From an optimization exercise on the open Yosys and OpenROAD flow, aimed at small area, a short achievable clock period and few clock cycles per item; shortcuts taken in it are not production practice.
RTL that was checked went through simulation tests only; none was proved equivalent to the original.
No driver is modelled on the clock port, so clock power and skew are understated where the tree is cut down; a real chip needs a root buffer or a tree.

// conv_top
module conv_top (
    input  logic                   sclk,
    input  logic                   s_rst_n,
    input  logic                   cal_start,
    output logic                   busy,
    output conv_pkg::col_addr_t    data_rd_addr,
    output conv_pkg::band_t        row_cnt,
    input  conv_pkg::pix_col_t     col_data,
    output conv_pkg::param_addr_t  param_rd_addr,
    input  conv_pkg::weight_t      param_w_h0,
    input  conv_pkg::weight_t      param_w_h1,
    input  conv_pkg::weight_t      param_w_h2,
    input  conv_pkg::weight_t      param_w_h3,
    input  conv_pkg::weight_t      param_w_h4,
    output conv_pkg::kernel_t      bias_rd_addr,
    input  conv_pkg::bias_t        param_bias,
    output conv_pkg::act_t         conv_rslt_act,
    output logic                   conv_rslt_act_vld
);
Settings: LEC_CHECK=0, CAP_MARGIN=20, CORE_MARGIN=2, CORE_UTILIZATION=40, CTS_BUF_LIST=sky130_fd_sc_hd__clkbuf_4, SLEW_MARGIN=20; clock period 28.0 ns.
run.sh (not shown) runs the stock make flow with config.mk's settings and CLKGATE_MAP_FILE= SYNTH_SCRIPT=/design/flow/synth_recipe.tcl, a recipe that flattens the netlist after the stock synthesis.
Change:
==> flow/flow/run.sh (new file) <==
#!/bin/bash
# Standard layout, with port buffers of a fixed cell instead of the
# resizer's pick. Each tool's output goes to its own log under orfs/logs;
# the make output goes to standard.log here.
set -euo pipefail
bash standard.sh "BUFFER_PORTS_ARGS=-buffer_cell sky130_fd_sc_hd__buf_2" finish > standard.log 2>&1
==> flow/standard.sh (new file) <==
#!/bin/bash
# synth_recipe.tcl (not shown) runs the flow's synth.tcl, then flattens the netlist and writes it again
# the make line also repeats each setting of config.mk as NAME=value (left out here)
make -C /OpenROAD-flow-scripts/flow DESIGN_CONFIG=/design/flow/config.mk WORK_HOME=/design/flow/orfs CLKGATE_MAP_FILE= SYNTH_SCRIPT=/design/flow/synth_recipe.tcl "${@:-finish}"
removed: flow/run.sh
Effect: The new run passed the timing, DRC and antenna checks; area after synthesis is unchanged; critical path depth is unchanged; wire length went down by 1.7%; final area went down by 3.2%; non-clock buffer count is unchanged; final cell count went down by 0.57%; synthesized cell count does not change; die area is unchanged; worst setup slack gains 460 ps.
Change:
==> flow/run.sh (new file) <==
#!/bin/bash
# synth_recipe.tcl (not shown) runs the flow's synth.tcl, then flattens the netlist and writes it again
# the make line also repeats each setting of config.mk as NAME=value (left out here)
make -C /OpenROAD-flow-scripts/flow DESIGN_CONFIG=/design/flow/config.mk WORK_HOME=/design/flow/orfs CLKGATE_MAP_FILE= SYNTH_SCRIPT=/design/flow/synth_recipe.tcl finish
--- a/flow/config.mk
+++ b/flow/config.mk
@@ -10,3 +10,2 @@
 export CORE_UTILIZATION = 40
-export CTS_BUF_LIST = sky130_fd_sc_hd__clkbuf_4
 export SLEW_MARGIN = 20
removed: flow/flow/run.sh
removed: flow/standard.sh
Die area stays the same. Cell area came out higher by a few percent. Critical path depth does not change. Sequential share of layout area falls by 1.6 points.
Function was not checked in any run of this note: the RTL went through the layout flow alone.


Setup of the reference run:
Another version of the RTL of conv_top (not shown whole).
Size in the first run: roughly 11000 um2 of cells after synthesis.
export LEC_CHECK = 0
export CAP_MARGIN = 20
export CORE_MARGIN = 2
export CORE_UTILIZATION = 40
export CTS_BUF_LIST = sky130_fd_sc_hd__clkbuf_16
export CTS_CLUSTER_DIAMETER = 100
export CTS_CLUSTER_SIZE = 30
export SLEW_MARGIN = 20
create_clock -name core_clock -period 28.0 [get_ports {sclk}]
standard.sh (not shown) runs the stock make flow with config.mk's settings and CLKGATE_MAP_FILE= SYNTH_SCRIPT=/design/flow/synth_recipe.tcl, a recipe that flattens the netlist after the stock synthesis.
==> flow/flow/run.sh <==
#!/bin/bash
# The standard layout with four changes:
#  - flow/polarity.py edits the standard synthesis netlist: it drops the
#    inverters that synthesis leaves around full and half adders (a full
#    adder is self-dual, a half adder can become xor2 + a two-input gate)
#    and picks and2 or nand2 for each gating cell;
#  - output ports get a buf_2 and input ports a buf_1 (flow/pre_resize.tcl);
#  - the clock tree is reshaped after CTS (flow/post_cts.tcl): four root
#    buffers on the clock port, each driving a group of leaf buffers, so
#    every register is two buffers from the port;
#  - settings in flow/knobs.txt (setup margin for repair, CTS arguments, one
#    tie cell).
# Make output goes to standard_*.log here, each tool's own log to orfs/logs.
set -euo pipefail
R=$PWD/orfs/results/sky130hd/conv_top/base
KN=("BUFFER_PORTS_ARGS=-outputs -buffer_cell sky130_fd_sc_hd__buf_2" "PRE_RESIZE_TCL=$PWD/flow/pre_resize.tcl" "POST_CTS_TCL=$PWD/flow/post_cts.tcl")
if [[ -f flow/knobs.txt ]]; then
  while read -r line; do [[ -n "$line" ]] && KN+=("$line"); done < flow/knobs.txt
fi
bash standard.sh "${KN[@]}" "$R/1_2_yosys.v" > standard_synth.log 2>&1
cp "$R/1_2_yosys.v" "$R/1_2_yosys_std.v"
python3 flow/polarity.py "$R/1_2_yosys_std.v" "$R/1_2_yosys.v" > polarity.log 2>&1
bash standard.sh "${KN[@]}" finish > standard.log 2>&1
==> flow/flow/knobs.txt <==
SETUP_SLACK_MARGIN=21.4
CTS_ARGS=-sink_clustering_enable -repair_clock_nets -sink_clustering_size 30 -sink_clustering_max_diameter 100 -buf_list sky130_fd_sc_hd__clkbuf_16 -dont_use_dummy_load
SKIP_REPAIR_TIE_FANOUT=1
Other scripts of this flow, unchanged in this note and not shown: flow/flow/polarity.py, flow/flow/post_cts.tcl, flow/flow/pre_resize.tcl
Both conditions hold for the reference run: the flow ran to the end and the final layout passed the timing, DRC and antenna checks.
Testbench counts of the reference run, summed over its fixed seeds: cycles 21,648, results 18,432.
Inputs modified between the reference run and the trial run:
diff --git a/flow/flow/knobs.txt b/flow/flow/knobs.txt
--- a/flow/flow/knobs.txt
+++ b/flow/flow/knobs.txt
@@ -1 +1,2 @@
-SETUP_SLACK_MARGIN=21.4
+SETUP_SLACK_MARGIN=21.55
+SKIP_REPAIR_TIE_FANOUT=1
@@ -3 +3,0 @@
-SKIP_REPAIR_TIE_FANOUT=1
diff --git a/flow/config.mk b/flow/config.mk
--- a/flow/config.mk
+++ b/flow/config.mk
@@ -10,4 +10,2 @@
-export CORE_UTILIZATION = 40
-export CTS_BUF_LIST = sky130_fd_sc_hd__clkbuf_16
-export CTS_CLUSTER_DIAMETER = 100
-export CTS_CLUSTER_SIZE = 30
+export CORE_UTILIZATION = 50
+export PLACE_DENSITY = 0.75
Results
The trial run vs. the reference run: total cell area at the placement stage saw a decrease, via count up 164, setup slack dropped 0.0035 ns.
[compare] base=the reference run new=the trial run: met3 routed wirelength increased by 23% relative to the old numbers.
Of the trial run and the reference run, it is the trial run that has the higher met1 layer usage reported by global route.

-- separate check: timing with driven ports --
In the flow no input, the clock included, has a driving cell. The finished layouts below were timed again as built, in two steps. Step 1 (the two cells are an assumption about what drives the block):
set clk [get_ports {sclk}]
set_driving_cell -lib_cell sky130_fd_sc_hd__clkbuf_16 $clk
set_driving_cell -lib_cell sky130_fd_sc_hd__buf_2 [delete_from_list [all_inputs] $clk]
Step 2 adds t to the input delays and takes it off the output delays; t is the mean of the earliest and latest rising clock arrival at the registers after step 1. Input paths then give back, and output paths get back, about the clock's delay inside the block. Three values: no drivers, after step 1, after step 2; two values: the first two.
run | shift t [ns] | setup WS [ns] | hold WS [ns] | slew at the worst register clock pin (ns)
the first run of note 1 | 0.722 | 20.614 / 20.569 / 20.924 | 0.324 / 0.324 / 0.324 | 0.07 / 0.07
the second run of note 1 | 0.697 | 21.070 / 21.022 / 21.282 | 0.327 / 0.327 / 0.327 | 0.07 / 0.07
the third run of note 1 | 0.594 | 20.777 / 20.728 / 20.903 | 0.340 / 0.340 / 0.340 | 0.06 / 0.06
the reference run | 0.403 | 21.528 / 21.427 / 21.635 | 0.343 / 0.343 / 0.343 | 0.11 / 0.11
the trial run | 0.400 | 21.524 / 21.433 / 21.620 | 0.322 / 0.322 / 0.322 | 0.12 / 0.12
After both steps every run listed still meets setup and hold.
